What follows belongs to an exercise in optimizing a design on an open flow for small area, a short achievable clock period and few clock cycles per item; a production flow would make more cautious choices.
Function was checked by simulation only, so behaviour that the tests miss may differ from the original.
Power is estimated from default activity; no workload was simulated.

**run.sh**
```bash
#!/bin/bash
# synth_recipe.tcl (not shown) runs the flow's synth.tcl, then flattens the netlist and writes it again
# the make line also repeats each setting of config.mk as NAME=value (left out here)
make -C /OpenROAD-flow-scripts/flow DESIGN_CONFIG=/design/flow/config.mk WORK_HOME=/design/flow/orfs CLKGATE_MAP_FILE= SYNTH_SCRIPT=/design/flow/synth_recipe.tcl finish
```
**config.mk**
```make
export PLATFORM = sky130hd
export DESIGN_NAME = sorted_priority_queue
export DESIGN_NICKNAME = sorted_priority_queue
export VERILOG_FILES = /design/flow/design.v
export SDC_FILE = /design/flow/constraint.sdc
export NUM_CORES = 4
export LEC_CHECK = 0
export CAP_MARGIN = 20
export CORE_MARGIN = 2
export CORE_UTILIZATION = 40
export SETUP_SLACK_MARGIN = 3.0
export SLEW_MARGIN = 20
```
**constraint.sdc**
```tcl
create_clock -name core_clock -period 6.0 [get_ports {clk}]
set_input_delay 1.2000 -clock core_clock [delete_from_list [all_inputs] [get_ports {clk}]]
set_output_delay 1.2000 -clock core_clock [all_outputs]
set_load 0.01 [all_outputs]
```
**design.v**
```verilog
package spq_pkg;
  localparam int TAG_W  = 16;
  localparam int PRIO_W = 8;
  localparam logic CMD_ENQ = 1'b0;
  localparam logic CMD_DEQ = 1'b1;
  typedef struct packed {
    logic              cmd;
    logic [TAG_W-1:0]  task_tag;
    logic [PRIO_W-1:0] prio;
  } in_word_t;
  typedef struct packed {
    logic [TAG_W-1:0] front_tag;
    logic             queue_empty;
    logic             overflow;
  } out_word_t;
  typedef struct packed {
    logic load_item;   
    logic exec;        
  } spq_cmd_t;
  typedef struct packed {
    logic full;
    logic empty;
  } spq_status_t;
endpackage
module spq_ctrl (
  input  logic clk,
  input  logic rst_n,
  input  logic in_valid,
  output logic in_ready,
  output logic out_valid,
  input  logic out_ready,
  output logic accept
);
  logic out_valid_r;
  assign in_ready  = !out_valid_r || out_ready;
  assign accept    = in_valid && in_ready;
  assign out_valid = out_valid_r;
  always_ff @(posedge clk) begin
    if (!rst_n) begin
      out_valid_r <= 1'b0;
    end else if (accept) begin
      out_valid_r <= 1'b1;
    end else if (out_ready) begin
      out_valid_r <= 1'b0;
    end
  end
endmodule
module spq_dp #(
  parameter int DEPTH = 16
) (
  input  logic               clk,
  input  logic               rst_n,
  input  logic               accept,
  input  spq_pkg::in_word_t  in_data,
  output spq_pkg::out_word_t out_data
);
  logic [spq_pkg::TAG_W-1:0]  tags_r  [DEPTH];
  logic [spq_pkg::PRIO_W-1:0] prios_r [DEPTH];
  logic [DEPTH-1:0]           valid_r;
  logic                       ovf_r;
  logic [DEPTH-1:0]           above;      
  logic [DEPTH-1:0]           sel_new, sel_up;
  logic                       is_enq, do_enq, do_deq;
  logic [spq_pkg::TAG_W-1:0]  front_r, second_tag;
  logic [DEPTH-2:0]           is_second;
  logic                       any_ahead;
  assign is_enq = (in_data.cmd == spq_pkg::CMD_ENQ);
  assign do_enq = accept && is_enq && !valid_r[DEPTH-1];
  assign do_deq = accept && !is_enq;
  function automatic logic prio_gt(input logic [spq_pkg::PRIO_W-1:0] a,
                                   input logic [spq_pkg::PRIO_W-1:0] b);
    logic gt;
    gt = 1'b0;
    for (int k = 0; k < spq_pkg::PRIO_W; k++) begin
      gt = (a[k] & ~b[k]) | (~(a[k] ^ b[k]) & gt);
    end
    prio_gt = gt;
  endfunction
  always_comb begin
    for (int i = 0; i < DEPTH; i++) begin
      above[i] = !valid_r[i] || prio_gt(prios_r[i], in_data.prio);
    end
    for (int i = 0; i < DEPTH; i++) begin
      sel_up[i]  = do_enq && (i > 0) && above[(i > 0) ? i - 1 : 0];
      sel_new[i] = do_enq && above[i] && ((i == 0) || !above[(i > 0) ? i - 1 : 0]);
    end
  end
  for (genvar g = 0; g < DEPTH; g++) begin : g_cell
    localparam int GP = (g > 0) ? g - 1 : 0;
    logic keep;
    assign keep = !(sel_up[g] || sel_new[g]);
    always_ff @(posedge clk) begin
      tags_r[g]  <= ({spq_pkg::TAG_W{keep}}        & tags_r[g])
                  | ({spq_pkg::TAG_W{sel_up[g]}}   & tags_r[GP])
                  | ({spq_pkg::TAG_W{sel_new[g]}}  & in_data.task_tag);
      prios_r[g] <= ({spq_pkg::PRIO_W{keep}}       & prios_r[g])
                  | ({spq_pkg::PRIO_W{sel_up[g]}}  & prios_r[GP])
                  | ({spq_pkg::PRIO_W{sel_new[g]}} & in_data.prio);
    end
  end
  always_ff @(posedge clk) begin
    if (!rst_n) begin
      valid_r <= '0;
    end else if (do_enq) begin
      valid_r <= {valid_r[DEPTH-2:0], 1'b1};
    end else if (do_deq) begin
      valid_r <= {1'b0, valid_r[DEPTH-1:1]};
    end
  end
  always_ff @(posedge clk) begin
    if (accept) begin
      ovf_r <= is_enq && valid_r[DEPTH-1];
    end
  end
  always_comb begin
    any_ahead  = 1'b0;
    second_tag = '0;
    for (int i = 0; i < DEPTH; i++) begin
      any_ahead = any_ahead || (valid_r[i] && above[i]);
    end
    for (int i = 0; i < DEPTH - 1; i++) begin
      is_second[i] = valid_r[i + 1] && ((i + 2 >= DEPTH) || !valid_r[(i + 2 < DEPTH) ? i + 2 : i]);
      second_tag   = second_tag | ({spq_pkg::TAG_W{is_second[i]}} & tags_r[i]);
    end
  end
  always_ff @(posedge clk) begin
    if (do_enq && !any_ahead) begin
      front_r <= in_data.task_tag;
    end else if (do_deq) begin
      front_r <= second_tag;
    end
  end
  assign out_data.front_tag   = front_r;
  assign out_data.queue_empty = !valid_r[0];
  assign out_data.overflow    = ovf_r;
endmodule
module sorted_priority_queue #(
  parameter int DEPTH = 16
) (
  input  logic               clk,
  input  logic               rst_n,
  input  logic               in_valid,
  output logic               in_ready,
  input  logic [24:0]        in_data,
  output logic               out_valid,
  input  logic               out_ready,
  output logic [17:0]        out_data
);
  spq_pkg::in_word_t  in_word;
  spq_pkg::out_word_t out_word;
  logic               accept;
  assign in_word  = in_data;
  assign out_data = out_word;
  spq_ctrl u_ctrl (
    .clk       (clk),
    .rst_n     (rst_n),
    .in_valid  (in_valid),
    .in_ready  (in_ready),
    .out_valid (out_valid),
    .out_ready (out_ready),
    .accept    (accept)
  );
  spq_dp #(
    .DEPTH (DEPTH)
  ) u_dp (
    .clk      (clk),
    .rst_n    (rst_n),
    .accept   (accept),
    .in_data  (in_word),
    .out_data (out_word)
  );
endmodule
```
==> results of run 1 <==
==> power by group through the flow <==
stage	logic, W	registers (W)	clock network [W]
global placement	0.00270	0.00425	0
finish	0.00428	0.00443	0.00267
CTS	0.00328	0.00423	0.00266
global route	0.00447	0.00447	0.00277
detailed placement	0.00277	0.00425	0
floorplan	0.00216	0.00401	0
==> per-layer routing <==
metal	GRT usage, %	vias up
met4	17.4	2
met5	0	-
met2	47.6	1627
met3	8.26	496
met1	43.0	9507
li1	-	7862
==> cell families after synthesis <==
| kind of cell | synth area share (%) |
|---|---|
| compound gates | 38.3 |
| fa+ha+maj | 6.91 |
| simple gates | 5.47 |
| mux | 1.12 |
| flops | 43.6 |
| buf+inv | 4.53 |
==> worst max-delay path, cell delays in order <==
cell        delay, ps
buf_8              80
clkinvlp_4        120
bufbuf_16         310
ha_1              330
a21oi_1           170
o21ai_1           110
o211ai_1          420
o2111a_1          300
nand4_4           110
buf_12            180
buf_12            150
mux2_4            300
==> layout make-up <==
type                       instances  area (µm²)  area share, %
tap                              607         759           2.76
clock inverter                    17         146          0.533
multi-input combinational       1233       12400           44.9
sequential                       394        8300           30.2
clock buffer                      63        1220           4.45
timing repair buffer             323        4590           16.7
inverter                          26         124          0.451
==> sequential cells by signal, indices dropped and copies added, names as in the netlist, named ones only <==
signal	cells
u_dp.tags_r	224
u_dp.prios_r	112
u_dp.front_r	16
u_dp.valid_r	16
u_ctrl.out_valid_r	1
u_dp.ovf_r	1
==> worst paths after layout <==
| check | from | endpoint | slack [ps] | depth (start not counted) |
|---|---|---|---|---|
| setup / recovery | in_data[4] | u_dp.front_r[14] | 2520 | 12 |
| setup reg to reg | u_dp.prios_r[11][4] | u_dp.front_r[14] | 3160 | 9 |
| hold / removal | u_dp.tags_r[1][9] | u_dp.tags_r[1][9] | 480 | 1 |
| hold reg to reg | u_dp.tags_r[1][9] | u_dp.tags_r[1][9] | 480 | 1 |
==> synth_stat cells (16+ instances only) <==
cell type	n	area share (%)
nand2_1	28	0.55
a22oi_1	68	2.7
nand4_1	16	0.53
o22ai_1	221	7.3
ha_1	105	6.9
a2bb2oi_1	216	9.9
clkbuf_1	134	2.6
nand4b_1	18	0.83
o21ai_0	18	0.47
nand3_1	18	0.47
a221o_1	24	1.3
a22o_1	111	5.1
a21o_1	112	4.4
inv_1	26	0.51
dfxtp_1	353	37
and2_1	30	0.99
buf_2	34	0.89
edfxtp_1	41	6.5
a21oi_1	38	1.0
nor2_1	21	0.41
==> per-stage QoR <==
step	setup slack, ps	total power, W
after floorplan	2280	0.00617
after global placement	771	0.00695
after detailed placement	710	0.00703
after CTS	2570	0.0102
after global routing	2520	0.0117
final	2520	0.0114
==> placed cells by master, fill, tap and decap left out, types with 15 or more instances in the layout <==
cell type | netlist | final
a21o_1 | 112 | 112
ha_1 | 105 | 67
buf_12 | 0 | 67
o22ai_2 | 0 | 43
inv_1 | 26 | 19
a22o_1 | 111 | 111
edfxtp_1 | 41 | 41
a2bb2oi_1 | 216 | 120
clkdlybuf4s50_1 | 0 | 38
a22oi_1 | 68 | 68
a21oi_1 | 38 | 19
buf_6 | 2 | 45
clkbuf_16 | 0 | 69
a221oi_1 | 15 | 15
dfxtp_1 | 353 | 353
buf_8 | 0 | 19
o211ai_1 | 15 | 15
a221o_1 | 24 | 24
nand4b_1 | 18 | 18
a2bb2oi_2 | 0 | 96
o22ai_1 | 221 | 143
buf_16 | 0 | 17
ha_4 | 0 | 32
o22ai_4 | 0 | 35
nand2_1 | 28 | 26
nand4_1 | 16 | 16
buf_4 | 5 | 101
and2_1 | 30 | 24
==> what timing repair did <==
item | CTS | global route
pin swaps | 55 | 115
cloned | 28 | 34
gates resized for setup | 264 | 360
setup buffers | 98 | 50
endpoints found under the hold margin | 0 | 0
setup endpoints to repair | 396 | 359
==> metrics.md, run 1 <==
| Metric | Value |
|---|---|
| Final wirelength | `93.4 mm` |
| Initial antenna violation count | `1` |
| Final slew viol count | `0` |
| Post-route cell area | `27,500 µm²` |
| Drt via density | `7.32` |
| Largest net degree at the start of global routing | `90` |
| Share of layout cells above drive strength 1 | `33.8%` |
| Root Buffer | `clkbuf_16` |
| Longest Clk Path Bufs | `3` |
| Worst-Skew Late Latency | `590 ps` |
| Min Hold Slack | `483 ps` |
| Clock power share | `23.5%` |
| Grt ovf | `0` |
| Routed metal-1 wirelength | `34.1 mm` |
| Actual transition at the worst max-transition pin | `about 990 ps` |
| Gr usage total | `about a third` |
| Internal power | `0.00735 W` |
| Gate power share | `37.6%` |
| Net Sw Power | `0.00403 W` |
| Starting Density | `40.7%` |
| Arr. time, crit path | `3800 ps` |
| Number of synthesized flops with an enable pin | `41` |
| Ys Warns | `4` |
| CTS clk-pin slew, worst paths | `about 60 ps` |
| Sequential cell area fraction in the yosys report | `43.6%` |
| Max_slew headroom | `around a third` |
| Crit share post-route | `roughly 58%` |
| # DRC | `0` |
| Non-filler cells, final | `~2,700` |
| Period minus WS final | `3480 ps` |
| CP max FO | `6` |
| Final count of hold timing violations | `0` |
| Post-Syn Nets | `1,964` |
| Filler Cell Count | `3,626` |
| Net Sw Frac | `35.5%` |
| Top Layer Used | `met5` |
| Std-Cell Rows | `79` |
| Placed instance area | `20,400 µm²` |
| Dpl cells | `about 2,400` |
| Max cap viols | `0` |
| Post-detailed-route count of antenna-violating nets | `0` |
| Final core utilization | `between 50 and 60%` |
| Area Overhead vs Synth | `44.5%` |
| Crit Path Class | `in2reg` |
| Core ar. | `46,800 µm²` |
| HP Class | `reg2reg` |
| Clk_skew | `19.7 ps` |
| Met3 WL post-DR | `13.7 mm` |
| FMAX | `288 MHz` |
| Final setup viols | `0` |
| Die Y | `around 220 µm` |
| Port buffer count | `48` |
| Hold_buf cts | `0` |
| Outcome | `finished clean` |
| Clock Sinks | `394` |
| Nature of the critical path endpoint | `flip-flop` |
| RePlAce Congestion | `0.874` |
| First DRT Iteration DRCs | `3,205` |
| Dominant synthesized flop cell | `dfxtp_1` |
| Post-detail-place hpwl | `43.2 mm` |
| Setup TNS | `0 ps` |
| Synthesized area | `19,000 µm²` |
| Worst EP required | `6330 ps` |
| Syn Inst Count | `1,830` |
| Sequential power share | `38.9%` |
| # nets final | `around 2,200` |
| Vias in the first global route | `17,443` |
| Met2 wire len | `38.4 mm` |
| 1st-pass router iterations | `8` |
| Avg Cell Area, Syn | `10.4 µm²` |
| Pwr dens | `414 nW/µm²` |
| Total number of vias | `19,494` |
| CTS tree | `done` |
| Total die area | `49,300 µm²` |
| Worst VDD drop | `0.217 mV` |
| Ant. Diodes | `0` |
| RSZ-0062 raised after global routing | `true` |
| CTS Buf Count | `44` |
| Worst setup SP type | `input port` |
| H-tree depth | `2` |
| Yosys cell types | `61` |
| Die W | `222 µm` |
| Asr flop ratio synth | `0%` |
| Ports | `a little under 50` |
| First-pass GRT wire length | `119 mm` |
| Routed len/inst | `35.1 µm` |
| Pleak | `10.9 nW` |
| Flops & latches, synth | `394` |
Testbench counts, summed over its fixed seeds: cycles 16,008, items 16,000.
==> run 2, diff against run 1 <==
==> flow/run.sh (new file) <==
#!/bin/bash
# Standard ORFS layout with extra settings: small port buffers and power
# (area) recovery on paths with slack to spare.
set -euo pipefail
cat >> config.mk <<'EOS'
export BUFFER_PORTS_ARGS = -buffer_cell sky130_fd_sc_hd__buf_2
export RECOVER_POWER = 100
EOS
bash standard.sh > standard_flow.log 2>&1
==> standard.sh (new file) <==
#!/bin/bash
# synth_recipe.tcl (not shown) runs the flow's synth.tcl, then flattens the netlist and writes it again
# the make line also repeats each setting of config.mk as NAME=value (left out here)
make -C /OpenROAD-flow-scripts/flow DESIGN_CONFIG=/design/flow/config.mk WORK_HOME=/design/flow/orfs CLKGATE_MAP_FILE= SYNTH_SCRIPT=/design/flow/synth_recipe.tcl "${@:-finish}"
--- a/config.mk
+++ b/config.mk
@@ -11,2 +11,4 @@
 export SETUP_SLACK_MARGIN = 3.0
 export SLEW_MARGIN = 20
+export BUFFER_PORTS_ARGS = -buffer_cell sky130_fd_sc_hd__buf_2
+export RECOVER_POWER = 100
removed: run.sh
==> metrics.md, run 2 <==
| Metric | Value |
|---|---|
| Commonest non-fill, non-tap cell in the layout | `dfxtp_1` |
| Synth top area share | `37.2% (unchanged)` |
| Largest area contributor in the netlist | `dfxtp_1` |
| Actual transition at the worst max-transition pin | `1930 ps (+941 ps)` |
| Die Y | `222 µm (unchanged)` |
| First DRT Iteration DRCs | `2,360 (-26%)` |
| Crit-path max cell delay | `740 ps (+320 ps)` |
| Clock Sinks | `394 (unchanged)` |
| Final count of hold timing violations | `0 (unchanged)` |
| Flops & latches, synth | `394 (unchanged)` |
| Syn Inst Count | `1,830 (unchanged)` |
| Pwr dens | `438 nW/µm² (+5.8%)` |
| Outcome | `finished with violations` |
| R2R setup slack | `1530 ps (-1630 ps)` |
| Largest Register | `u_dp.tags_r` |
| Clock power share | `27.1% (+3.6 points)` |
| Reg-to-Reg Start | `u_dp.valid_r[15]` |
| Top-count cell post-synth | `dfxtp_1` |
| Slowest CP cell | `a2111oi_0` |
| Filler Cell Count | `4,287 (+18%)` |
| Ports | `49 (unchanged)` |
| Avg Cell Area, Syn | `10.4 µm² (unchanged)` |
| Crit share post-route | `77.0% (+19 points)` |
| Pleak | `9.29 nW (-15%)` |
| Area Overhead vs Synth | `21.4%` |
| HP Start | `u_dp.prios_r[8][0]` |
| Drt via density | `7.06 (-3.6%)` |
| CTS tree | `done` |
| Dominant synthesized flop cell | `dfxtp_1` |
| Yosys cell types | `61 (unchanged)` |
| Final setup viols | `0 (unchanged)` |
| Post-Syn Nets | `1,964 (unchanged)` |
| Clk_skew | `24.1 ps (+4.44 ps)` |
| Grt ovf | `0 (unchanged)` |
| Starting Density | `40.7% (unchanged)` |
| Final slew viol count | `128 (+128)` |
| Share of layout cells above drive strength 1 | `17.8% (-16 points)` |
| Routed len/inst | `31.0 µm (-12%)` |
| Most frequent cells after synthesis | `dfxtp_1 (353), o22ai_1 (221), a2bb2oi_1 (216), clkbuf_1 (134), a21o_1 (112)` |
| Ys Warns | `4 (unchanged)` |
| Std-Cell Rows | `79 (unchanged)` |
| FMAX | `216 MHz (-25%)` |
| Buffers & Inverters on Critical Path | `6 (+1)` |
| Worst-Skew Late Latency | `590 ps (about the same)` |
| Worst Hold End | `u_dp.prios_r[8][0]` |
| RSZ-0062 raised after global routing | `true` |
| Crit Path Class | `in2reg` |
| RePlAce Congestion | `0.876 (+0.23%)` |
| Max cap viols | `4 (+4)` |
| Root Buffer | `clkbuf_16` |
| Ant. Diodes | `0 (unchanged)` |
| Longest Clk Path Bufs | `3 (unchanged)` |
| R2R cell count | `9 (unchanged)` |
| Die W | `222 µm (unchanged)` |
| CTS clk-pin slew, worst paths | `60 ps (about the same)` |
| Synthesized area | `19,000 µm² (unchanged)` |
| Largest net degree at the start of global routing | `68 (-24%)` |
| Worst setup SP type | `input port` |
| Post-detailed-route count of antenna-violating nets | `0 (unchanged)` |
| Setup TNS | `0 ps (unchanged)` |
| Vias in the first global route | `16,912 (-3.0%)` |
| Synth area leaders | `dfxtp_1 (37%), a2bb2oi_1 (9.9%), o22ai_1 (7.3%)` |
| HP Class | `reg2reg` |
| 1st-pass router iterations | `6 (-2)` |
| Period minus WS final | `4620 ps (+1140 ps)` |
| H-tree depth | `2 (unchanged)` |
| Port buffer count | `48 (unchanged)` |
| Core ar. | `46,800 µm² (unchanged)` |
| Worst EP required | `6480 ps (+150 ps)` |
| Internal power | `0.00669 W (-9.0%)` |
| Arr. time, crit path | `5100 ps (+1300 ps)` |
| Initial antenna violation count | `0 (-1)` |
| Final wirelength | `79.4 mm (-15%)` |
| Net Sw Frac | `33.9% (-1.6 points)` |
| Gr usage total | `30.3% (-1.9 points)` |
| Most frequent cells in the layout | `dfxtp_1 (353), a2bb2oi_1 (214), o22ai_1 (199), a21o_1 (112), a22o_1 (110)` |
| Gate power share | `30.6% (-7.0 points)` |
| Layout check fault list | `max-capacitance violations, max-slew violations` |
| Net Sw Power | `0.00343 W (-15%)` |
| Post-detail-place hpwl | `43.1 mm (-0.39%)` |
| Pre-CTS setup slack | `932 ps (+222 ps)` |
| Max_slew headroom | `-28.7% (-63 points)` |
| Worst hold path cell count | `1 (unchanged)` |
| Asr flop ratio synth | `0% (unchanged)` |
| Hold_buf cts | `0 (unchanged)` |
| CP max FO | `7 (+1)` |
| Total die area | `49,300 µm² (unchanged)` |
| Nature of the critical path endpoint | `flip-flop` |
| Crit-path most repeated cell | `clkbuf_1` |
| # DRC | `0 (unchanged)` |
| Sequential power share | `42.3% (+3.4 points)` |
| Overall power | `0.0101 W (-11%)` |
| Total number of vias | `18,046 (-7.4%)` |
| Final Worst Setup Slack | `1380 ps (-1140 ps)` |
| First-pass GRT wire length | `113 mm (-5.2%)` |
| Number of synthesized flops with an enable pin | `41 (unchanged)` |
| Sequential cell area fraction in the yosys report | `43.6% (unchanged)` |
| Crit-path cells | `clkbuf_1 -> clkinvlp_2 -> clkbuf_1 -> ha_1 -> nor3_2 -> o21ai_0 -> o22a_1 -> clkbuf_1 -> a2111oi_0 -> clkbuf_1 -> nor2_1 -> clkbuf_1 -> a21o_1` |
| Biggest regs | `u_dp.tags_r (224), u_dp.prios_r (112)` |
| Cell family with the largest share of critical-path delay | `buffers and inverters` |
| R2R Path End | `u_dp.tags_r[1][14]` |
| Worst VDD drop | `0.244 mV (+12%)` |
| Max FFs per register | `224 (unchanged)` |
| CTS Buf Count | `45 (+2.3%)` |
| # nets final | `2,049 (-5.0%)` |
run 2: cell count changes in the layout (fill, tap and decap cells not counted), moves of 14 or more:
cell	change
ha_1	+18
a2bb2oi_2	-94
clkdlybuf4s50_1	-38
buf_4	-30
clkbuf_1	+73
clkbuf_16	-20
ha_4	-14
a2bb2oi_1	+94
o22ai_2	-22
buf_12	-46
o22ai_4	-34
o22ai_1	+56
buf_6	-21
run 2: per-stage QoR:
| stage | hold slack [ps] | instances | utilization [%] | instance area, µm² |
|---|---|---|---|---|
| final | 487 | 2557 | 49.4 | 23100 |
| after CTS | 485 | 2512 | 48.7 | 22800 |
| after global placement | 463 | 2369 | 43.1 | 20200 |
| after detailed placement | 469 | 2369 | 43.1 | 20200 |
| after floorplan | 448 | 1830 | - | 19500 |
| after global routing | 499 | 2557 | 49.4 | 23100 |
run 2: routing by layer:
metal | track usage (%) | vias up | wire, µm
met4 | 16.2 | 0 | 4390
met2 | 44.6 | 1181 | 33600
met1 | 41.4 | 8971 | 32600
met5 | 0 | - | 0
li1 | - | 7613 | -
met3 | 6.24 | 281 | 8710
run 2: logic make-up after synthesis:
| kind of cell | count (synthesis) | share of synthesized area [%] |
|---|---|---|
| and+or+nand+nor | 180 | 5.47 |
| AOI/OAI and AO/OA | 926 | 38.3 |
| muxes | 16 | 1.12 |
| DFF | 394 | 43.6 |
| buffers and inverters | 209 | 4.53 |
| adders and majority gates | 105 | 6.91 |
run 2: final cells by class:
| class | instances | area [µm²] | area share (%) |
|---|---|---|---|
| clock buffer | 67 | 1290 | 5.58 |
| clock inverter | 15 | 150 | 0.651 |
| inverter | 26 | 114 | 0.493 |
| multi-input combinational | 1230 | 10500 | 45.6 |
| sequential | 394 | 8300 | 36.0 |
| tap | 607 | 759 | 3.29 |
| timing repair buffer | 218 | 1960 | 8.48 |
run 2: what timing repair did:
action | in CTS | in global routing
resized for setup | 138 | 107
pin swaps | 38 | 42
setup endpoints to repair | 396 | 355
buffers inserted | 55 | 35
gates cloned | 6 | 10
run 2: worst max-delay path by stage:
stage                    endpoint  cells after the start  slack [ps]       start
2_1_floorplan    u_dp.front_r[10]                      9        2280  in_data[4]
3_3_place_gp     u_dp.front_r[11]                      9         950  in_data[4]
3_5_place_dp     u_dp.front_r[11]                      9         930  in_data[4]
4_1_cts          u_dp.front_r[13]                     11        2730  in_data[4]
5_1_grt        u_dp.prios_r[7][2]                     13        1370  in_data[7]
6_report       u_dp.tags_r[7][11]                     13        1380  in_data[7]
run 2: worst register-to-register path, stage by stage, from the launching register on:
cell,delay (ps)
dfxtp_1,290
clkbuf_1,740
or2_2,630
nor3b_1,220
clkbuf_1,330
clkbuf_1,350
o31a_2,260
clkbuf_2,1080
a22o_1,460
a21o_1,80
run 2: power by group through the flow:
stage | clock (W) | combinational (W) | sequential, W
6_report | 0.00274 | 0.00309 | 0.00428
5_1_grt | 0.00286 | 0.00332 | 0.00434
4_1_cts | 0.00275 | 0.00296 | 0.00421
3_5_place_dp | 0 | 0.00277 | 0.00425
3_3_place_gp | 0 | 0.00268 | 0.00425
2_1_floorplan | 0 | 0.00216 | 0.00401
==> run 3, diff against run 2 <==
--- a/design.v
+++ b/design.v
@@ -124,10 +124,11 @@
     end
   end
+  logic front_new, front_keep;
+  assign front_new  = do_enq && !any_ahead;
+  assign front_keep = !(front_new || do_deq);
   always_ff @(posedge clk) begin
-    if (do_enq && !any_ahead) begin
-      front_r <= in_data.task_tag;
-    end else if (do_deq) begin
-      front_r <= second_tag;
-    end
+    front_r <= ({spq_pkg::TAG_W{front_new}}  & in_data.task_tag)
+             | ({spq_pkg::TAG_W{do_deq}}     & second_tag)
+             | ({spq_pkg::TAG_W{front_keep}} & front_r);
   end
   assign out_data.front_tag   = front_r;
==> run.sh (new file) <==
#!/bin/bash
# synth_recipe.tcl (not shown) runs the flow's synth.tcl, then flattens the netlist and writes it again
# the make line also repeats each setting of config.mk as NAME=value (left out here)
make -C /OpenROAD-flow-scripts/flow DESIGN_CONFIG=/design/flow/config.mk WORK_HOME=/design/flow/orfs CLKGATE_MAP_FILE= SYNTH_SCRIPT=/design/flow/synth_recipe.tcl finish
--- a/config.mk
+++ b/config.mk
@@ -9,6 +9,4 @@
 export CORE_MARGIN = 2
 export CORE_UTILIZATION = 40
-export SETUP_SLACK_MARGIN = 3.0
+export SETUP_SLACK_MARGIN = 2.7
 export SLEW_MARGIN = 20
-export BUFFER_PORTS_ARGS = -buffer_cell sky130_fd_sc_hd__buf_2
-export RECOVER_POWER = 100
removed: flow/run.sh
removed: standard.sh
==> metrics.md, run 3 <==
| Metric | Value |
|---|---|
| Crit-path max cell delay | `560 ps (-180 ps)` |
| FMAX | `262 MHz (+21%)` |
| Net Sw Frac | `36.5% (+2.7 points)` |
| # DRC | `0 (unchanged)` |
| Final setup viols | `0 (unchanged)` |
| Biggest regs | `u_dp.tags_r (224), u_dp.prios_r (112)` |
| First-pass GRT wire length | `117 mm (+3.7%)` |
| Most frequent cells after synthesis | `dfxtp_1 (369), a21oi_1 (303), nor2_1 (281), o22ai_1 (277), clkbuf_1 (178)` |
| Syn Inst Count | `2,153 (+18%)` |
| Synth top area share | `40.2% (+3.1 points)` |
| Root Buffer | `clkbuf_16` |
| Max_slew headroom | `32.4% (+61 points)` |
| Ys Warns | `4 (unchanged)` |
| Final core utilization | `57.0% (+7.6 points)` |
| Share of layout cells above drive strength 1 | `28.8% (+11 points)` |
| Most frequent cells in the layout | `dfxtp_1 (369), a21oi_1 (245), nor2_1 (224), o22ai_1 (169), nand2_1 (155)` |
| Placed instance area | `19,800 µm² (-1.7%)` |
| Pleak | `9.84 nW (+5.9%)` |
| Final count of hold timing violations | `0 (unchanged)` |
| Slowest CP cell | `or4_4` |
| Vias in the first global route | `18,242 (+7.9%)` |
| Sequential power share | `39.5% (-2.8 points)` |
| Max cap viols | `0 (-4)` |
| Initial antenna violation count | `2 (+2)` |
| Asr flop ratio synth | `0% (unchanged)` |
| Sequential cell area fraction in the yosys report | `44.3% (+0.69 points)` |
| Worst VDD drop | `0.269 mV (+10%)` |
| Post-detail-place hpwl | `43.8 mm (+1.7%)` |
| Arr. time, crit path | `4290 ps (-810 ps)` |
| Largest net degree at the start of global routing | `124 (+82%)` |
| Nature of the critical path endpoint | `flip-flop` |
| Drt via density | `6.94 (-1.6%)` |
| Largest area contributor in the netlist | `dfxtp_1` |
| Gr usage total | `32.6% (+2.3 points)` |
| Core ar. | `45,400 µm² (-2.9%)` |
| First DRT Iteration DRCs | `3,189 (+35%)` |
| Post-Syn Nets | `2,287 (+16%)` |
| Pwr dens | `425 nW/µm² (-3.0%)` |
| Outcome | `finished clean` |
| Buffers & Inverters on Critical Path | `3 (-3)` |
| Port buffer count | `48 (unchanged)` |
| Longest Clk Path Bufs | `3 (unchanged)` |
| Crit Path Class | `in2reg` |
| Final wirelength | `88.9 mm (+12%)` |
| H-tree depth | `2 (unchanged)` |
| RePlAce Congestion | `0.869 (-0.73%)` |
| Max FFs per register | `224 (unchanged)` |
| Period minus WS final | `3810 ps (-805 ps)` |
| CTS Buf Count | `46 (+2.2%)` |
| Final slew viol count | `0 (-100%)` |
| Cell family with the largest share of critical-path delay | `compound AO/OA/AOI/OAI gates` |
| Hold_buf cts | `0 (unchanged)` |
| Setup TNS | `0 ps (unchanged)` |
| Worst-Skew Late Latency | `610 ps (+20 ps)` |
| Area of the multi-input gates | `11,900 µm² (+13%)` |
| Starting Density | `40.5% (-0.21 points)` |
| Filler Cell Count | `3,710 (-13%)` |
| Largest Register | `u_dp.tags_r` |
| Top-count cell post-synth | `dfxtp_1` |
| Worst EP required | `6480 ps (about the same)` |
| Post-detailed-route count of antenna-violating nets | `0 (unchanged)` |
| Synth area leaders | `dfxtp_1 (40%), o22ai_1 (9.4%), a21oi_1 (8.3%)` |
| Die W | `218 µm (-1.7%)` |
| Avg Cell Area, Syn | `8.53 µm² (-18%)` |
| Total number of vias | `20,319 (+13%)` |
| Grt ovf | `0 (unchanged)` |
| Overall power | `0.0110 W (+8.7%)` |
| Internal power | `0.00698 W (+4.4%)` |
| Die Y | `218 µm (-1.7%)` |
| Register area | `8140 µm² (-1.9%)` |
| Total die area | `47,600 µm² (-3.4%)` |
| Flops & latches, synth | `394 (unchanged)` |
| Commonest non-fill, non-tap cell in the layout | `dfxtp_1` |
| Number of synthesized flops with an enable pin | `25 (-39%)` |
| Min Hold Slack | `456 ps (-31.3 ps)` |
| CTS tree | `done` |
| Std-Cell Rows | `78 (-1.3%)` |
| Actual transition at the worst max-transition pin | `1010 ps (-920 ps)` |
| Clock power share | `25.7% (-1.4 points)` |
| Clk_skew | `36.0 ps (+11.9 ps)` |
| Gate power share | `34.8% (+4.2 points)` |
| Clock Sinks | `394 (unchanged)` |
| # nets final | `2,423 (+18%)` |
| Yosys cell types | `49 (-20%)` |
| Post-route cell area | `25,900 µm² (+12%)` |
| Dominant synthesized flop cell | `dfxtp_1` |
| Crit share post-route | `63.6% (-13 points)` |
| RSZ-0062 raised after global routing | `true` |
| Crit-path cells | `buf_8 -> clkinvlp_4 -> buf_12 -> ha_1 -> nand4b_1 -> a21oi_2 -> o211ai_1 -> o2111ai_2 -> or4_4 -> o41a_4 -> a221o_2` |
| Worst setup SP type | `input port` |
| Ports | `49 (unchanged)` |
| CTS clk-pin slew, worst paths | `60 ps (about the same)` |
| CP max FO | `8 (+1)` |
| Routed len/inst | `30.4 µm (-2.1%)` |
| Area Overhead vs Synth | `40.8%` |
| Net Sw Power | `0.00402 W (+17%)` |
| HP Class | `reg2reg` |
| Synthesized area | `18,400 µm² (-3.4%)` |
| 1st-pass router iterations | `9 (+3)` |
[run 3: changes by cell type after synthesis, sizes merged, moves of 40 or more]
cell / before / now
a22o: 111 / 30
nor2: 23 / 281
clkbuf: 134 / 178
nand2: 28 / 162
a2bb2oi: 216 / 0
o22ai: 221 / 277
a22oi: 68 / 108
a21o: 112 / 2
a21oi: 44 / 303
[run 3: tightest hold or removal path: stages, from the launching register on]
cell and delay (ps):
dfxtp_1 320, nand2_1 50, nand2_1 40
[run 3: stage by stage]
step	cells	setup slack, ps
5_1_grt	2925	2200
3_5_place_dp	2681	569
2_1_floorplan	2153	1990
3_3_place_gp	2681	608
4_1_cts	2836	2210
6_report	2926	2190
[run 3: power by group through the flow]
stage / registers, W / logic, W / clock network [W]
final: 0.00435 / 0.00383 / 0.00282
after global routing: 0.00439 / 0.00405 / 0.00294
after CTS: 0.00417 / 0.00300 / 0.00283
after detailed placement: 0.00419 / 0.00260 / 0
after global placement: 0.00418 / 0.00251 / 0
after floorplan: 0.00396 / 0.00189 / 0
[run 3: what timing repair did]
item	in CTS	in global routing
setup buffers	61	66
endpoints found under the hold margin	0	0
pin swaps	65	110
cloned	11	22
gates resized for setup	252	355
endpoints found under the setup margin	382	368
[run 3: metal layers]
layer	GRT usage, %	routed length [µm]	up-vias
met4	17.5	7000	0
met2	48.9	37600	1611
met3	9.55	11800	471
met5	0.313	0	-
li1	-	-	8414
met1	42.0	32500	9823
[run 3: layout make-up]
cell class / instances / share of cell area (%)
antenna: 2 / 0.0193
clock buffer: 68 / 5.27
clock inverter: 15 / 0.508
inverter: 21 / 0.406
multi-input combinational: 1547 / 46.0
sequential: 394 / 31.5
tap: 600 / 2.90
timing repair buffer: 279 / 13.4
[run 3: cell families (layout without fill, tap and decap cells)]
logic type	Yosys count	count (layout)	share of synthesized area, %
compound gates	899	900	31.6
fa+ha+maj	105	105	7.15
buf+inv	216	383	4.49
flops	394	394	44.3
other cells	0	2	0
simple gates	539	542	12.5
[run 3: worst paths after layout]
kind              cells past startpoint           endpoint               start  slack [ps]
setup / recovery                     11   u_dp.front_r[15]          in_data[1]        2190
hold / removal                        2  u_dp.tags_r[5][9]   u_dp.tags_r[5][9]         460
setup reg to reg                      8   u_dp.front_r[15]  u_dp.prios_r[6][4]        2760
hold reg to reg                       2  u_dp.tags_r[5][9]   u_dp.tags_r[5][9]         460
Testbench counts of run 3, summed over its fixed seeds: cycles 16,008, items 16,000.
==> run 4, diff against run 3 <==
--- a/config.mk
+++ b/config.mk
@@ -9,4 +9,5 @@
 export CORE_MARGIN = 2
 export CORE_UTILIZATION = 40
+export CTS_BUF_LIST = sky130_fd_sc_hd__clkbuf_4 sky130_fd_sc_hd__clkbuf_8
 export SETUP_SLACK_MARGIN = 2.7
 export SLEW_MARGIN = 20
==> metrics.md, run 4 <==
| Metric | Value |
|---|---|
| Register area | `8140 µm² (unchanged)` |
| Total die area | `47,600 µm² (unchanged)` |
| Layer with the highest usage | `met2` |
| CTS tree | `done` |
| Root Buffer | `clkbuf_8` |
| Worst setup SP type | `input port` |
| CTS Buf Count | `71 (+54%)` |
| GR Layer Usage met3 | `10.2% (+0.61 points)` |
| Biggest regs | `u_dp.tags_r (224), u_dp.prios_r (112)` |
| Setup TNS | `0 ps (unchanged)` |
| Reg-to-Reg Start | `u_dp.prios_r[8][5]` |
| Largest Register | `u_dp.tags_r` |
| Share of layout cells above drive strength 1 | `25.1% (-3.6 points)` |
| Max FFs per register | `224 (unchanged)` |
| # nets final | `2,422 (-0.041%)` |
| HP Class | `reg2reg` |
| Ys Warns | `4 (unchanged)` |
| Most frequent cells after synthesis | `dfxtp_1 (369), a21oi_1 (303), nor2_1 (281), o22ai_1 (277), clkbuf_1 (178)` |
| Avg Cell Area, Syn | `8.53 µm² (unchanged)` |
| Dominant synthesized flop cell | `dfxtp_1` |
| Outcome | `finished clean` |
| # DRC | `0 (unchanged)` |
| Top-count cell post-synth | `dfxtp_1` |
| Total number of vias | `19,964 (-1.7%)` |
| FMAX | `274 MHz (+4.6%)` |
| Arr. time, crit path | `4190 ps (-100 ps)` |
| Most frequent cells in the layout | `dfxtp_1 (369), a21oi_1 (265), nor2_1 (235), o22ai_1 (211), nand2_1 (157)` |
| Buffers & Inverters on Critical Path | `4 (+1)` |
| Std-Cell Rows | `78 (unchanged)` |
| Post-detail-place hpwl | `43.8 mm (unchanged)` |
| Grt ovf | `0 (unchanged)` |
| Largest net degree at the start of global routing | `247 (+99%)` |
| Commonest non-fill, non-tap cell in the layout | `dfxtp_1` |
| Max_slew headroom | `40.0% (+7.6 points)` |
| Max cap viols | `0 (unchanged)` |
| Flops & latches, synth | `394 (unchanged)` |
| Crit share post-route | `60.8% (-2.8 points)` |
| Routed len/inst | `28.8 µm (-5.2%)` |
| Syn Inst Count | `2,153 (unchanged)` |
| Vias in the first global route | `18,148 (-0.52%)` |
| Pleak | `9.57 nW (-2.7%)` |
| Crit-path max cell delay | `550 ps (about the same)` |
| Die Y | `218 µm (unchanged)` |
| CTS clk-pin slew, worst paths | `60 ps (about the same)` |
| Crit-path cells | `buf_8 -> clkinvlp_4 -> buf_12 -> buf_16 -> ha_4 -> a2111oi_4 -> nand2_1 -> o22ai_2 -> o2111ai_2 -> or4_4 -> o41a_4 -> a221o_2` |
| Ports | `49 (unchanged)` |
| Final setup viols | `0 (unchanged)` |
| Overall power | `0.0105 W (-4.9%)` |
| Starting Density | `40.5% (unchanged)` |
| Area of the multi-input gates | `11,100 µm² (-6.9%)` |
| Pwr dens | `424 nW/µm² (-0.19%)` |
| H-tree depth | `3 (+1)` |
| RSZ-0062 raised after global routing | `true` |
| Gr usage total | `31.9% (-0.65 points)` |
| First DRT Iteration DRCs | `3,165 (-0.75%)` |
| Cell family with the largest share of critical-path delay | `compound AO/OA/AOI/OAI gates` |
| Yosys cell types | `49 (unchanged)` |
| Final count of hold timing violations | `0 (unchanged)` |
| Drt via density | `6.79 (-2.2%)` |
| Crit Path Class | `in2reg` |
| GR Layer Usage met1 | `40.8% (-1.2 points)` |
| Filler Cell Count | `3,936 (+6.1%)` |
| Largest area contributor in the netlist | `dfxtp_1` |
| Post-detailed-route count of antenna-violating nets | `0 (unchanged)` |
| RePlAce Congestion | `0.869 (unchanged)` |
| Synthesized area | `18,400 µm² (unchanged)` |
| 1st-pass router iterations | `10 (+1)` |
| First-pass GRT wire length | `115 mm (-2.1%)` |
| Die W | `218 µm (unchanged)` |
| Synth top area share | `40.2% (unchanged)` |
| Synth area leaders | `dfxtp_1 (40%), o22ai_1 (9.4%), a21oi_1 (8.3%)` |
| Actual transition at the worst max-transition pin | `897 ps (-114 ps)` |
| CP max FO | `8 (unchanged)` |
| Clk_skew | `48.1 ps (+12.1 ps)` |
| Final wirelength | `84.7 mm (-4.7%)` |
| Final slew viol count | `0 (unchanged)` |
| Worst VDD drop | `0.211 mV (-21%)` |
| Number of synthesized flops with an enable pin | `25 (unchanged)` |
| Slowest CP cell | `or4_4` |
| Core ar. | `45,400 µm² (unchanged)` |
| Clock Sinks | `394 (unchanged)` |
| Port buffer count | `48 (unchanged)` |
| Initial antenna violation count | `2 (unchanged)` |
| Post-Syn Nets | `2,287 (unchanged)` |
| Worst EP required | `6550 ps (+70 ps)` |
| CP Launch Point | `in_data[5]` |
| Worst-Skew Late Latency | `690 ps (+80 ps)` |
| Period minus WS final | `3650 ps (-168 ps)` |
| Area Overhead vs Synth | `34.2%` |
| Asr flop ratio synth | `0% (unchanged)` |
| HP Start | `u_dp.tags_r[1][2]` |
| Longest Clk Path Bufs | `3 (unchanged)` |
| M2 GR Usage | `48.3% (-0.67 points)` |
| Sequential cell area fraction in the yosys report | `44.3% (unchanged)` |
| Nature of the critical path endpoint | `flip-flop` |
run 4: cell types whose count changed in the layout (fill, tap and decap cells not counted), moves of 9 or more:
cell and delta:
buf_6 -15, o22ai_4 -19, a22oi_1 +23, nor2_4 -13, a22oi_2 -23, o22ai_1 +42, a21oi_1 +20, clkbuf_4 +28
clkbuf_16 -47, clkbuf_1 -9, a21oi_2 -18, o22ai_2 -23, clkbuf_8 +75, nor2_1 +11
run 4: worst paths after layout:
kind,end,slack [ps],cells after the start
min reg2reg,u_dp.tags_r[1][2],470,2
max reg2reg,u_dp.front_r[15],2850,8
max,u_dp.front_r[15],2350,12
min,u_dp.tags_r[1][2],470,2
run 4: stage by stage:
step / worst slack (ps) / area (µm²) / util (%) / hold slack (ps) / cells
global placement: 608 / 19800 / 43.6 / 447 / 2681
finish: 2350 / 24600 / 54.3 / 469 / 2941
detailed placement: 569 / 19800 / 43.6 / 450 / 2681
floorplan: 1990 / 18700 / - / 435 / 2153
CTS: 2290 / 22900 / 50.4 / 462 / 2869
global route: 2310 / 24600 / 54.3 / 475 / 2940
run 4: worst register-to-register path: cells and delay by family (launching register included):
family / cells / cell delay (ps)
DFF: 1 / 480
AOI/OAI and AO/OA: 5 / 1600
adders and majority gates: 1 / 270
and+or+nand+nor: 2 / 690
run 4: cell type report:
cell class / instances / area share, %
multi-input combinational: 1546 / 44.9
inverter: 21 / 0.426
timing repair buffer: 254 / 12.5
clock inverter: 8 / 0.254
tap: 600 / 3.05
clock buffer: 116 / 5.77
sequential: 394 / 33.0
antenna: 2 / 0.0203
run 4: layer usage:
layer,vias up,routed length [µm]
li1,8420,-
met1,9607,31800
met2,1502,35800
met3,435,11200
met4,0,6040
met5,-,0
run 4: timing repair:
item	in CTS	in global routing
pin swaps	44	67
setup endpoints to repair	380	335
gates cloned	9	18
hold buffers	0	0
gates resized for setup	219	208
buffers inserted	55	52
run 4: where the power goes:
part           leakage [nW]  switching [W]  internal (W)  total, W
registers              3.32       0.000835       0.00345   0.00428
clock network         0.795        0.00120       0.00150   0.00270
logic                  5.46        0.00176       0.00171   0.00347
total                  9.57        0.00380       0.00666    0.0105
run 4: cells by family (layout without fill, tap and decap cells):
family                     count (synthesis)  after routing  synth area share (%)
AOI/OAI and AO/OA                        899            901                  31.6
other                                      0              2                     0
adders and majority gates                105            105                  7.15
and+or+nand+nor                          539            540                  12.5
DFF                                      394            394                  44.3
buffers and inverters                    216            399                  4.49
==> run 5, diff against run 4 <==
--- a/design.v
+++ b/design.v
@@ -24,23 +24,39 @@
 endpackage
 module spq_ctrl (
-  input  logic clk,
-  input  logic rst_n,
-  input  logic in_valid,
-  output logic in_ready,
-  output logic out_valid,
-  input  logic out_ready,
-  output logic accept
+  input  logic               clk,
+  input  logic               rst_n,
+  input  logic               in_valid,
+  output logic               in_ready,
+  input  spq_pkg::in_word_t  in_data,
+  output logic               out_valid,
+  input  logic               out_ready,
+  output logic               exec,
+  output spq_pkg::in_word_t  item
 );
-  logic out_valid_r;
-  assign in_ready  = !out_valid_r || out_ready;
+  spq_pkg::in_word_t item_r;
+  logic              item_v_r;
+  logic              out_valid_r;
+  logic              accept;
+  assign exec      = item_v_r && (!out_valid_r || out_ready);
+  assign in_ready  = !item_v_r || exec;
   assign accept    = in_valid && in_ready;
   assign out_valid = out_valid_r;
+  assign item      = item_r;
   always_ff @(posedge clk) begin
     if (!rst_n) begin
+      item_v_r    <= 1'b0;
       out_valid_r <= 1'b0;
-    end else if (accept) begin
-      out_valid_r <= 1'b1;
-    end else if (out_ready) begin
-      out_valid_r <= 1'b0;
+    end else begin
+      item_v_r <= accept || (item_v_r && !exec);
+      if (exec) begin
+        out_valid_r <= 1'b1;
+      end else if (out_ready) begin
+        out_valid_r <= 1'b0;
+      end
+    end
+  end
+  always_ff @(posedge clk) begin
+    if (accept) begin
+      item_r <= in_data;
     end
   end
@@ -51,5 +67,5 @@
   input  logic               clk,
   input  logic               rst_n,
-  input  logic               accept,
+  input  logic               accept,     
   input  spq_pkg::in_word_t  in_data,
   output spq_pkg::out_word_t out_data
@@ -149,6 +165,7 @@
 );
   spq_pkg::in_word_t  in_word;
+  spq_pkg::in_word_t  item;
   spq_pkg::out_word_t out_word;
-  logic               accept;
+  logic               exec;
   assign in_word  = in_data;
   assign out_data = out_word;
@@ -158,7 +175,9 @@
     .in_valid  (in_valid),
     .in_ready  (in_ready),
+    .in_data   (in_word),
     .out_valid (out_valid),
     .out_ready (out_ready),
-    .accept    (accept)
+    .exec      (exec),
+    .item      (item)
   );
   spq_dp #(
@@ -167,6 +186,6 @@
     .clk      (clk),
     .rst_n    (rst_n),
-    .accept   (accept),
-    .in_data  (in_word),
+    .accept   (exec),
+    .in_data  (item),
     .out_data (out_word)
   );
--- a/config.mk
+++ b/config.mk
@@ -10,4 +10,4 @@
 export CORE_UTILIZATION = 40
 export CTS_BUF_LIST = sky130_fd_sc_hd__clkbuf_4 sky130_fd_sc_hd__clkbuf_8
-export SETUP_SLACK_MARGIN = 2.7
+export SETUP_SLACK_MARGIN = 2.5
 export SLEW_MARGIN = 20
==> metrics.md, run 5 <==
| Metric | Value |
|---|---|
| RePlAce Congestion | `0.880 (+1.2%)` |
| Pwr dens | `441 nW/µm² (+4.0%)` |
| Post-detail-place hpwl | `44.1 mm (+0.58%)` |
| Commonest non-fill, non-tap cell in the layout | `dfxtp_1` |
| Actual transition at the worst max-transition pin | `1090 ps (+192 ps)` |
| Std-Cell Rows | `79 (+1.3%)` |
| Largest net degree at the start of global routing | `94 (-62%)` |
| Synth area leaders | `dfxtp_1 (39%), edfxtp_1 (7.9%), a22oi_1 (7.3%)` |
| Gr usage total | `29.9% (-2.1 points)` |
| Synthesized area | `19,000 µm² (+3.5%)` |
| FMAX | `289 MHz (+5.5%)` |
| Longest Clk Path Bufs | `3 (unchanged)` |
| Sequential cell area fraction in the yosys report | `46.9% (+2.5 points)` |
| Max_slew headroom | `27.1% (-13 points)` |
| Clock power share | `28.9% (+3.1 points)` |
| Flops & latches, synth | `420 (+6.6%)` |
| Core ar. | `46,800 µm² (+3.0%)` |
| Final core utilization | `48.4% (-6.0 points)` |
| Largest Register | `u_dp.tags_r` |
| Worst-Skew Late Latency | `680 ps (about the same)` |
| Gate power share | `25.7% (-7.5 points)` |
| # nets final | `2,353 (-2.8%)` |
| Internal power | `0.00652 W (-2.1%)` |
| First DRT Iteration DRCs | `2,636 (-17%)` |
| Ports | `49 (unchanged)` |
| Post-detailed-route count of antenna-violating nets | `0 (unchanged)` |
| Clk_skew | `41.3 ps (-6.80 ps)` |
| Period minus WS final | `3460 ps (-190 ps)` |
| Overall power | `0.00998 W (-4.6%)` |
| Biggest regs | `u_dp.tags_r (224), u_dp.prios_r (112), u_ctrl.item_r (25)` |
| Crit share post-route | `57.6% (-3.2 points)` |
| Ys Warns | `4 (unchanged)` |
| Dominant synthesized flop cell | `dfxtp_1` |
| Share of layout cells above drive strength 1 | `13.7% (-11 points)` |
| Pleak | `9.19 nW (-4.0%)` |
| CP max FO | `15 (+7)` |
| Buffers & Inverters on Critical Path | `2 (-2)` |
| CTS tree | `done` |
| 1st-pass router iterations | `10 (unchanged)` |
| Outcome | `finished clean` |
| Crit-path cells | `inv_1 -> buf_4 -> ha_1 -> a2111oi_2 -> nand2_1 -> o22ai_4 -> o22ai_1 -> or4_4 -> o31a_4 -> a221o_1` |
| Total die area | `49,300 µm² (+3.5%)` |
| First-pass GRT wire length | `113 mm (-1.7%)` |
| Root Buffer | `clkbuf_8` |
| Port buffer count | `48 (unchanged)` |
| Max FFs per register | `224 (unchanged)` |
| Total number of vias | `18,781 (-5.9%)` |
| Routed len/inst | `26.4 µm (-8.3%)` |
| Final slew viol count | `0 (unchanged)` |
| Clock Sinks | `420 (+6.6%)` |
| Most frequent cells after synthesis | `dfxtp_1 (370), nand2_1 (323), a21oi_1 (236), nor2_1 (213), o22ai_1 (208)` |
| Crit-path max cell delay | `620 ps (+70 ps)` |
| Cell family with the largest share of critical-path delay | `compound AO/OA/AOI/OAI gates` |
| # DRC | `0 (unchanged)` |
| Filler Cell Count | `4,435 (+13%)` |
| Vias in the first global route | `17,952 (-1.1%)` |
| Worst VDD drop | `0.152 mV (-28%)` |
| Grt ovf | `0 (unchanged)` |
| Net Sw Frac | `34.7% (-1.7 points)` |
| Worst setup SP type | `flip-flop` |
| Post-Syn Nets | `2,295 (+0.35%)` |
| Final count of hold timing violations | `0 (unchanged)` |
| Number of synthesized flops with an enable pin | `50 (+100%)` |
| H-tree depth | `3 (unchanged)` |
| CTS Buf Count | `76 (+7.0%)` |
| RSZ-0062 raised after global routing | `true` |
| Setup TNS | `0 ps (unchanged)` |
| Die W | `222 µm (+1.7%)` |
| Top-count cell post-synth | `dfxtp_1` |
| Avg Cell Area, Syn | `8.80 µm² (+3.2%)` |
| Initial antenna violation count | `1 (-1)` |
| Max cap viols | `0 (unchanged)` |
| Worst EP required | `6550 ps (about the same)` |
| CTS clk-pin slew, worst paths | `60 ps (about the same)` |
| Nature of the critical path endpoint | `flip-flop` |
| Final wirelength | `76.4 mm (-9.9%)` |
| Asr flop ratio synth | `0% (unchanged)` |
| Area Overhead vs Synth | `18.9%` |
| Starting Density | `40.7% (+0.20 points)` |
| Slowest CP cell | `or4_4` |
| Largest area contributor in the netlist | `dfxtp_1` |
| Net Sw Power | `0.00346 W (-9.0%)` |
| Sequential power share | `45.4% (+4.5 points)` |
| Drt via density | `6.50 (-4.3%)` |
| HP Class | `reg2reg` |
| Yosys cell types | `46 (-6.1%)` |
| Hold_buf cts | `0 (unchanged)` |
| Syn Inst Count | `2,161 (+0.37%)` |
| Most frequent cells in the layout | `dfxtp_1 (370), nand2_1 (322), a21oi_1 (226), nor2_1 (208), o22ai_1 (197)` |
| Synth top area share | `39.0% (-1.3 points)` |
| Final setup viols | `0 (unchanged)` |
| Die Y | `222 µm (+1.7%)` |
| Arr. time, crit path | `4010 ps (-180 ps)` |
| Crit Path Class | `reg2reg` |
-- run 5: cell types whose count changed in the layout (fill, tap and decap cells not counted), moves of 25 or more --
| cell | change |
|---|---|
| buf_6 | -25 |
| nor2_1 | -27 |
| o22ai_2 | -52 |
| nand2_1 | +165 |
| a22oi_1 | +78 |
| ha_1 | +28 |
| buf_12 | -27 |
| a21oi_1 | -39 |
| edfxtp_1 | +25 |
-- run 5: repair_timing --
item	4_1_cts	5_1_grt
pin swaps	1	16
gates resized for setup	29	53
buffers inserted	18	13
cloned	1	5
endpoints found under the hold margin	0	0
setup endpoints to repair	377	250
-- run 5: logic make-up (layout without fill, tap and decap cells) --
family          Yosys count  count (layout)  share of synthesized area (%)
simple gates            623             626                           13.6
buf+inv                 200             315                           4.03
fa+ha+maj               105             105                           6.91
other cells               0               1                              0
flops                   420             420                           46.9
compound gates          813             816                           28.7
-- run 5: path summary, 6_finish.rpt --
| check | slack (ps) | startpoint | depth (start not counted) | to |
|---|---|---|---|---|
| hold / removal | 460 | u_dp.tags_r[9][13] | 2 | u_dp.tags_r[9][13] |
| setup / recovery | 2540 | u_ctrl.item_r[7] | 10 | u_dp.front_r[14] |
| hold reg to reg | 460 | u_dp.tags_r[9][13] | 2 | u_dp.tags_r[9][13] |
| setup reg to reg | 2540 | u_ctrl.item_r[7] | 10 | u_dp.front_r[14] |
-- run 5: cell type report --
class | count | area [µm²] | share of cell area (%)
Clock inverter | 13 | 95.1 | 0.421
Timing Repair Buffer | 149 | 1350 | 5.97
Multi-Input combinational cell | 1547 | 9860 | 43.6
Antenna cell | 1 | 2.50 | 0.0111
Clock buffer | 128 | 1530 | 6.77
Inverter | 25 | 105 | 0.465
Tap cell | 607 | 759 | 3.36
Sequential cell | 420 | 8910 | 39.4
-- run 5: through the flow --
stage | hold slack (ps) | cells | area, µm² | setup slack [ps]
2_1_floorplan | 435 | 2161 | 19000 | 2710
3_3_place_gp | 445 | 2711 | 20300 | 1330
3_5_place_dp | 449 | 2711 | 20300 | 1310
4_1_cts | 458 | 2871 | 22200 | 2500
5_1_grt | 474 | 2890 | 22600 | 2440
6_report | 461 | 2890 | 22600 | 2540
-- run 5: worst min-delay path: cells and delay by family, from the launching register on --
kind	cells	cell delay, ps
DFF	1	320
and+or+nand+nor	2	100
-- run 5: routing by layer --
metal / up-vias / wire, µm / track usage (%)
li1: 8264 / - / -
met5: - / 0 / 0
met4: 0 / 3450 / 13.9
met1: 9052 / 31000 / 39.6
met2: 1230 / 32800 / 45.2
met3: 235 / 9050 / 8.12
-- run 5: power by group through the flow --
stage / logic, W / registers (W) / clock network [W]
finish: 0.00256 / 0.00453 / 0.00288
global route: 0.00283 / 0.00460 / 0.00304
CTS: 0.00239 / 0.00448 / 0.00291
detailed placement: 0.00232 / 0.00453 / 0
global placement: 0.00223 / 0.00452 / 0
floorplan: 0.00168 / 0.00427 / 0
Testbench counts of run 5, summed over its fixed seeds: cycles 16,016, items 16,000.
==> run 6, diff against run 5 <==
--- a/config.mk
+++ b/config.mk
@@ -10,4 +10,4 @@
 export CORE_UTILIZATION = 40
 export CTS_BUF_LIST = sky130_fd_sc_hd__clkbuf_4 sky130_fd_sc_hd__clkbuf_8
-export SETUP_SLACK_MARGIN = 2.5
+export SETUP_SLACK_MARGIN = 3.0
 export SLEW_MARGIN = 20
==> metrics.md, run 6 <==
| Metric | Value |
|---|---|
| Outcome | `finished clean` |
| Hold_buf cts | `0 (unchanged)` |
| Post-Syn Nets | `2,295 (unchanged)` |
| Die Y | `222 µm (unchanged)` |
| Gr usage total | `31.3% (+1.4 points)` |
| Placed instance area | `20,300 µm² (+0.18%)` |
| Grt ovf | `0 (unchanged)` |
| Largest Register | `u_dp.tags_r` |
| Core ar. | `46,800 µm² (unchanged)` |
| Max FFs per register | `224 (unchanged)` |
| Die W | `222 µm (unchanged)` |
| Worst VDD drop | `0.150 mV (-1.3%)` |
| Arr. time, crit path | `3910 ps (-100 ps)` |
| Final Worst Setup Slack | `2630 ps (+86.6 ps)` |
| Clock Sinks | `420 (unchanged)` |
| Synthesized-area fraction occupied by adder cells | `6.91% (unchanged)` |
| Total number of vias | `19,081 (+1.6%)` |
| Nature of the critical path endpoint | `flip-flop` |
| Final count of hold timing violations | `0 (unchanged)` |
| First-pass GRT wire length | `117 mm (+3.8%)` |
| Dominant synthesized flop cell | `dfxtp_1` |
| CTS Buf Count | `76 (unchanged)` |
| Longest Clk Path Bufs | `3 (unchanged)` |
| Std-Cell Rows | `79 (unchanged)` |
| Routed len/inst | `27.3 µm (+3.2%)` |
| Largest net degree at the start of global routing | `151 (+61%)` |
| Synth Area in Simple Gates | `13.6% (unchanged)` |
| Final wirelength | `80.2 mm (+5.0%)` |
| Area Overhead vs Synth | `24.8%` |
| Sequential cell area fraction in the yosys report | `46.9% (unchanged)` |
| Ports | `49 (unchanged)` |
| Initial antenna violation count | `2 (+1)` |
| # nets final | `2,406 (+2.3%)` |
| CTS tree | `done` |
| Avg Cell Area, Syn | `8.80 µm² (unchanged)` |
| Final core utilization | `50.8% (+2.4 points)` |
| Syn Inst Count | `2,161 (unchanged)` |
| H-tree depth | `3 (unchanged)` |
| Pwr dens | `431 nW/µm² (-2.2%)` |
| First DRT Iteration DRCs | `2,893 (+9.7%)` |
| Top-count cell post-synth | `dfxtp_1` |
| Cell family with the largest share of critical-path delay | `compound AO/OA/AOI/OAI gates` |
| Total die area | `49,300 µm² (unchanged)` |
| RSZ-0062 raised after global routing | `true` |
| Root Buffer | `clkbuf_8` |
| HP Class | `reg2reg` |
| Drt via density | `6.49 (-0.13%)` |
| Non-filler cells, final | `2,940 (+1.7%)` |
| XOR/XNOR share of the synthesized area | `0% (unchanged)` |
| Final slew viol count | `0 (unchanged)` |
| Max cap viols | `0 (unchanged)` |
| FMAX | `297 MHz (+2.6%)` |
| Dpl cells | `2,707 (-0.15%)` |
| R2R setup slack | `2630 ps (+90 ps)` |
| CP max FO | `8 (-7)` |
| Yosys cell types | `46 (unchanged)` |
| Mux cell area share after synthesis | `0% (unchanged)` |
| Compound-Gate Fraction of Synth Area | `28.7% (unchanged)` |
| RePlAce Congestion | `0.894 (+1.6%)` |
| Crit-path cells | `clkinvlp_4 -> buf_6 -> ha_4 -> a2111oi_4 -> nand2_1 -> o22ai_4 -> o22ai_1 -> or4_4 -> o31a_4 -> a221o_1` |
| Vias in the first global route | `18,242 (+1.6%)` |
| Post-detail-place hpwl | `43.6 mm (-1.1%)` |
| Synth top area share | `39.0% (unchanged)` |
| Period minus WS final | `3370 ps (-86.6 ps)` |
| Slowest CP cell | `or4_4` |
| Flops & latches, synth | `420 (unchanged)` |
| Pleak | `9.60 nW (+4.5%)` |
| CTS clk-pin slew, worst paths | `50 ps (about the same)` |
| # DRC | `0 (unchanged)` |
| Biggest regs | `u_dp.tags_r (224), u_dp.prios_r (112), u_ctrl.item_r (25)` |
| Max_slew headroom | `39.7% (+13 points)` |
| Pre-CTS setup slack | `1270 ps (-38.8 ps)` |
| Asr flop ratio synth | `0% (unchanged)` |
| Number of synthesized flops with an enable pin | `50 (unchanged)` |
| Synth area leaders | `dfxtp_1 (39%), edfxtp_1 (7.9%), a22oi_1 (7.3%)` |
| Synthesized area | `19,000 µm² (unchanged)` |
| Post-detailed-route count of antenna-violating nets | `0 (unchanged)` |
| Largest area contributor in the netlist | `dfxtp_1` |
| Worst EP required | `6540 ps (about the same)` |
| Worst setup SP type | `flip-flop` |
| Crit-path max cell delay | `570 ps (-50 ps)` |
| Main combinational cell family by area after synthesis | `compound AO/OA/AOI/OAI gates` |
| Actual transition at the worst max-transition pin | `904 ps (-185 ps)` |
| Share of layout cells above drive strength 1 | `17.0% (+3.3 points)` |
| Most frequent cells in the layout | `dfxtp_1 (370), nand2_1 (320), a21oi_1 (225), nor2_1 (208), o22ai_1 (196)` |
| Worst-Skew Late Latency | `680 ps (about the same)` |
| Post-route cell area | `23,700 µm² (+5.0%)` |
| Clk_skew | `36.3 ps (-4.98 ps)` |
| 1st-pass router iterations | `6 (-4)` |
| Crit share post-route | `56.2% (-1.4 points)` |
| Port buffer count | `48 (unchanged)` |
| Crit Path Class | `reg2reg` |
| Starting Density | `40.7% (unchanged)` |
| Ys Warns | `4 (unchanged)` |
| Commonest non-fill, non-tap cell in the layout | `dfxtp_1` |
| Setup TNS | `0 ps (unchanged)` |
| Final setup viols | `0 (unchanged)` |
| Most frequent cells after synthesis | `dfxtp_1 (370), nand2_1 (323), a21oi_1 (236), nor2_1 (213), o22ai_1 (208)` |
| Buffers & Inverters on Critical Path | `2 (unchanged)` |
run 6: cell counts after synthesis:
Identical to the previous run, type by type.
run 6: path summary, 6_finish.rpt:
path | start | end | cells after the start
max reg2reg | u_ctrl.item_r[5] | u_dp.front_r[5] | 10
min | u_dp.tags_r[8][9] | u_dp.tags_r[8][9] | 2
max | u_ctrl.item_r[5] | u_dp.front_r[5] | 10
min reg2reg | u_dp.tags_r[8][9] | u_dp.tags_r[8][9] | 2
run 6: kinds of logic (layout without fill, tap and decap cells):
group           after synthesis  count (layout)
compound gates              813             817
fa+ha+maj                   105             105
buf+inv                     200             361
flops                       420             420
other cells                   0               2
simple gates                623             628
run 6: report_power, final:
group	leakage, nW	switching (W)	internal (W)	total [W]
combinational	5.16	0.00143	0.00131	0.00275
sequential	3.58	0.000827	0.00372	0.00455
clock	0.864	0.00127	0.00168	0.00295
run 6: worst min-delay path, stage by stage, from the launching register on:
cell and delay [ps]:
dfxtp_1 320, nand2_1 60, nand2_1 40
run 6: stage by stage:
stage                     hold WS, ps  power [W]
after CTS                         461     0.0100
final                             463     0.0102
after global placement            443    0.00676
after detailed placement          451    0.00685
after global routing              477     0.0107
after floorplan                   435    0.00596
run 6: what timing repair did:
action,4_1_cts,5_1_grt
resized for setup,119,59
pin swaps,33,24
setup buffers,38,42
gates cloned,11,3
endpoints found under the setup margin,378,366
run 6: final cells by class:
cell class / instances / area [µm²]
Tap cell: 607 / 759
Inverter: 25 / 120
Timing Repair Buffer: 199 / 2210
Clock inverter: 9 / 81.3
Antenna cell: 2 / 5.00
Sequential cell: 420 / 8910
Clock buffer: 128 / 1560
Fill cell: 4300 / 23000
Multi-Input combinational cell: 1550 / 10100
run 6: metal layers:
layer | wire length, µm | vias to the layer above | global-route usage (%) | share of wire (%)
met4 | 4530 | 2 | 18.3 | 5.6
met5 | 36 | - | 0 | 0.045
met1 | 31700 | 9118 | 40.5 | 40
met3 | 9270 | 297 | 7.92 | 12
li1 | - | 8359 | - | -
met2 | 34700 | 1305 | 47.3 | 43

==> static timing again, ports no longer ideal <==
Ports are ideal in the flow. The routed layouts listed here were re-timed in OpenROAD. Step 1 assumes that a clkbuf_16 drives the clock port and a buf_2 every other input. Step 2 times the ports against the registers' clock, not the clock port: input delays grow and output delays shrink by t, the midpoint of the rising clock arrivals with the driver on. a / b / c = no drivers / after step 1 / after step 2; a / b = the first two.
run | shift t [ns] | slack for setup (ns) | hold slack, ns | clock arrival spread, ns | worst register clock-pin slew, ns
run 1 | 0.642 | 2.525 / 2.527 / 1.885 | 0.483 / 0.483 / 0.483 | 0.022 / 0.022 | 0.07 / 0.07
run 2 | 0.635 | 1.380 / 1.394 / 0.760 | 0.487 / 0.487 / 0.487 | 0.024 / 0.025 | 0.06 / 0.06
run 3 | 0.655 | 2.185 / 2.195 / 1.540 | 0.456 / 0.456 / 0.456 | 0.037 / 0.037 | 0.07 / 0.07
run 4 | 0.718 | 2.354 / 2.361 / 1.642 | 0.469 / 0.469 / 0.469 | 0.049 / 0.049 | 0.07 / 0.07
run 5 | 0.710 | 2.543 / 2.543 / 1.881 | 0.461 / 0.461 / 0.461 | 0.041 / 0.041 | 0.07 / 0.07
run 6 | 0.712 | 2.630 / 2.630 / 2.427 | 0.463 / 0.463 / 0.463 | 0.043 / 0.043 | 0.07 / 0.07
The setup slack of run 4, which loses most, moves by +0.007 ns with the drivers and by -0.712 ns with both steps.
